What follows belongs to an exercise in optimizing a design on an open flow for small area; a production flow would make more cautious choices. Function was checked by simulation only, so behaviour that the tests miss may differ from the original. Power and IR drop assume default switching activity. The flow treats the clock pin as an ideal source, which a real chip does not have.

## before
// alu_unit
module alu_unit #(
    parameter int NUM_SLOTS    = alu_pkg::DEF_NUM_SLOTS,
    parameter int RESULT_DEPTH = alu_pkg::DEF_RESULT_DEPTH
) (
    input  wire                                       clk,
    input  wire                                       arst_n,
    input  wire  [NUM_SLOTS*alu_pkg::STATUS_W-1:0]    slot_status,
    input  wire  [NUM_SLOTS*alu_pkg::ENTRY_W-1:0]     slot_entry,
    output logic [NUM_SLOTS*alu_pkg::UPDATE_W-1:0]    slot_update,
    output logic [4:0]                                rs_addr,
    input  wire  [31:0]                               rs_data,
    output logic [4:0]                                rt_addr,
    input  wire  [31:0]                               rt_data,
    output logic                                      rd_wr_en,
    output logic [4:0]                                rd_addr,
    output logic [31:0]                               rd_data
);
export LEC_CHECK = 0
export CAP_MARGIN = 20
export CORE_MARGIN = 2
export CORE_UTILIZATION = 40
export SLEW_MARGIN = 20
create_clock -name core_clock -period 10.5 [get_ports {clk}]
standard.sh (not shown) runs the stock make flow with config.mk's settings and CLKGATE_MAP_FILE= SYNTH_SCRIPT=/design/flow/synth_recipe.tcl, a recipe that flattens the netlist after the stock synthesis.
==> flow/flow/run.sh <==
#!/bin/bash
# The standard ORFS layout (standard.sh, unchanged synthesis) with these changes:
#  - port buffers are buf_1 instead of the tool's default pick
#  - CTS without dummy loads, larger sink clusters
set -euo pipefail
bash standard.sh \
  "BUFFER_PORTS_ARGS=-buffer_cell sky130_fd_sc_hd__buf_1" \
  "CTS_ARGS=-sink_clustering_enable -repair_clock_nets -dont_use_dummy_load -buf_list {sky130_fd_sc_hd__clkbuf_8 sky130_fd_sc_hd__clkbuf_16} -sink_clustering_size 30 -sink_clustering_max_diameter 60" \
  "CAP_MARGIN=0" "SLEW_MARGIN=0" "CORE_UTILIZATION=55" \
  finish > make_finish.log 2>&1
before: all stages done; final checks FAILED (setup timing).
--- input diff before..after ---
==> flow/flow/run.sh <==
#!/bin/bash
# The standard ORFS layout (standard.sh, unchanged synthesis) with these changes:
#  - port buffers are buf_1 instead of the tool's default pick
#  - CTS without dummy loads, larger sink clusters
#  - repair aims at 10% cap/slew margin and 0.2 ns setup margin, denser core
set -euo pipefail
bash standard.sh \
  "BUFFER_PORTS_ARGS=-buffer_cell sky130_fd_sc_hd__buf_1" \
  "CTS_ARGS=-sink_clustering_enable -repair_clock_nets -dont_use_dummy_load -buf_list {sky130_fd_sc_hd__clkbuf_8 sky130_fd_sc_hd__clkbuf_16} -sink_clustering_size 25 -sink_clustering_max_diameter 50" \
  "CAP_MARGIN=10" "SLEW_MARGIN=10" "CORE_UTILIZATION=50" "SETUP_SLACK_MARGIN=0.2" \
  finish > make_finish.log 2>&1
==> comparison <==
Out of before and after, the only run to close with the timing, DRC and antenna checks passing was after.
Diff before -> after | number of cells in the design after placement | up by a few percent
Looking at aggregate global-route resource usage, after sits 7.3 points lower than before does.
Core utilization: after < before
On after: sequential share of layout area is 0.97 points lower than what before gave.

========
== run A ==
Another version of the RTL of alu_unit (not shown whole).
Size in the first run: about 710 I/O pins.
==> flow/config.mk <==
export PLATFORM = sky130hd
export DESIGN_NAME = alu_unit
export DESIGN_NICKNAME = alu_unit
export VERILOG_FILES = /design/flow/design.v
export SDC_FILE = /design/flow/constraint.sdc
export NUM_CORES = 4
export LEC_CHECK = 0
export CAP_MARGIN = 20
export CORE_MARGIN = 2
export CORE_UTILIZATION = 40
export SLEW_MARGIN = 20
export SYNTH_HIERARCHICAL = 1
==> flow/constraint.sdc <==
create_clock -name core_clock -period 10.5 [get_ports {clk}]
set_input_delay 2.1000 -clock core_clock [delete_from_list [all_inputs] [get_ports {clk}]]
set_output_delay 2.1000 -clock core_clock [all_outputs]
set_load 0.01 [all_outputs]
==> flow/flow/run.sh <==
#!/bin/bash
# The standard ORFS layout (standard.sh, unchanged synthesis) with these changes:
#  - port buffers are buf_1 instead of the tool's default pick
#  - CTS without dummy loads, larger sink clusters
#  - repair aims at 0.2 ns setup margin, denser core and placement
set -euo pipefail
bash standard.sh \
  "BUFFER_PORTS_ARGS=-buffer_cell sky130_fd_sc_hd__buf_1" \
  "CTS_ARGS=-sink_clustering_enable -repair_clock_nets -dont_use_dummy_load -buf_list {sky130_fd_sc_hd__clkbuf_8 sky130_fd_sc_hd__clkbuf_16} -sink_clustering_size 30 -sink_clustering_max_diameter 60" \
  "CORE_UTILIZATION=45" "PLACE_DENSITY=0.72" "SETUP_SLACK_MARGIN=0.2" \
  finish > make_finish.log 2>&1
## Diff of input files: run B against run A
diff --git a/flow/flow/run.sh b/flow/flow/run.sh
--- a/flow/flow/run.sh
+++ b/flow/flow/run.sh
@@ -5 +5 @@
-#  - repair aims at 0.2 ns setup margin, denser core and placement
+#  - repair aims at 0.2 ns setup margin, denser core
@@ -10 +10 @@
-  "CORE_UTILIZATION=45" "PLACE_DENSITY=0.72" "SETUP_SLACK_MARGIN=0.2" \
+  "CORE_UTILIZATION=45" "SETUP_SLACK_MARGIN=0.2" \
[summary]
Clock skew: run B > run A
Of the two candidates, run A has the better power attributed to the clock group and run B the worse one.
On design area, run A tracks run B almost exactly.
Compared with run A, in run B final weighted congestion in routability-driven placement went up; register-to-register slack went up; wire length per cell after detailed routing went down.
Run B finished end to end and its layout was clean on timing, DRC and antenna.
--- input diff run B..run C ---
==> flow/flow/run.sh <==
#!/bin/bash
# The standard ORFS layout (standard.sh, unchanged synthesis) with these changes:
#  - port buffers are buf_1 instead of the tool's default pick
#  - CTS without dummy loads, larger sink clusters
#  - repair aims at 10% cap/slew margin and 0.2 ns setup margin, denser core
set -euo pipefail
bash standard.sh \
  "BUFFER_PORTS_ARGS=-buffer_cell sky130_fd_sc_hd__buf_1" \
  "CTS_ARGS=-sink_clustering_enable -repair_clock_nets -dont_use_dummy_load -buf_list {sky130_fd_sc_hd__clkbuf_8 sky130_fd_sc_hd__clkbuf_16} -sink_clustering_size 25 -sink_clustering_max_diameter 50" \
  "CAP_MARGIN=10" "SLEW_MARGIN=10" "CORE_UTILIZATION=45" "SETUP_SLACK_MARGIN=0.2" \
  finish > make_finish.log 2>&1
--- outcome ---
[compare] base=run B new=run C: overall power of the completed layout increased by about 5% relative to the old numbers, final-layout non-clock buffer area share decreased by 0.19 points relative to the old numbers, number of multi-input logic gates closely matched the old numbers, post-layout instance count excluding filler cells closely matched the old numbers.
Relative slew slack ended up 2.5 points lower on run C than on run B.
Diff run C and run B: proportion of layout cells with a drive suffix above 1 lower in run B
The final reports for run C and run B show final critical-path required period lower in the former.
Changes in run D relative to run C:
==> flow/flow/run.sh <==
#!/bin/bash
# The standard ORFS layout (standard.sh, unchanged synthesis) with these changes:
#  - port buffers are buf_1 instead of the tool's default pick
#  - CTS without dummy loads, larger sink clusters
#  - repair aims at 0.2 ns setup margin, denser core
set -euo pipefail
bash standard.sh \
  "BUFFER_PORTS_ARGS=-buffer_cell sky130_fd_sc_hd__buf_1" \
  "CTS_ARGS=-sink_clustering_enable -repair_clock_nets -dont_use_dummy_load -buf_list {sky130_fd_sc_hd__clkbuf_8 sky130_fd_sc_hd__clkbuf_16} -sink_clustering_size 30 -sink_clustering_max_diameter 60" \
  "CORE_UTILIZATION=50" "SETUP_SLACK_MARGIN=0.2" \
  finish > make_finish.log 2>&1
==> comparison <==
Total negative slack came out exactly the same in run C and run D. Comparing run C and run D, the higher minimum clock period is on run D. Number of clock buffers in the layout (run D vs. run C) decreases by more than a quarter. Looking at cell count, run D sits 3.1% below run C. Measured against run C, the worst supply voltage drop on vdd of run D comes out at 0.945 times the reference value. The synthesis-to-finish area growth number comes out lower for run D vs run C.

==> port drivers added, routing unchanged <==
No port has a modelled driver above. Below, the same layouts with a new extraction and two added sets of constraints. Step 1 (the two cells are an assumption about what drives the block):
set clk [get_ports {clk}]
set_driving_cell -lib_cell sky130_fd_sc_hd__clkbuf_16 $clk
set_driving_cell -lib_cell sky130_fd_sc_hd__buf_2 [delete_from_list [all_inputs] $clk]
Step 2, shift: input delay + t, output delay - t, t = (earliest + latest rising clock arrival at the registers) / 2. This alone moves slack from input paths to output paths. Slacks: no drivers / after step 1 / after step 2; pairs: no drivers / after step 1.
| run | t, ns | slack for setup (ns) | worst setup path after step 2 |
|---|---|---|---|
| before | 0.634 | -0.016 / -0.042 / -0.042 | input to output |
| after | 0.651 | 0.496 / 0.461 / 0.092 | input to register |
| run A | 0.712 | 0.198 / 0.129 / 0.129 | input to output |
| run B | 0.709 | 0.219 / 0.191 / 0.191 | input to output |
| run C | 0.710 | 0.273 / 0.246 / 0.243 | input to register |
| run D | 0.709 | 0.247 / 0.216 / -0.141 | input to register |
Met with ideal ports but missed after step 2: setup timing in run D. For after, which loses most, drivers alone change the setup slack by -0.035 ns; drivers and shift together by -0.404 ns.
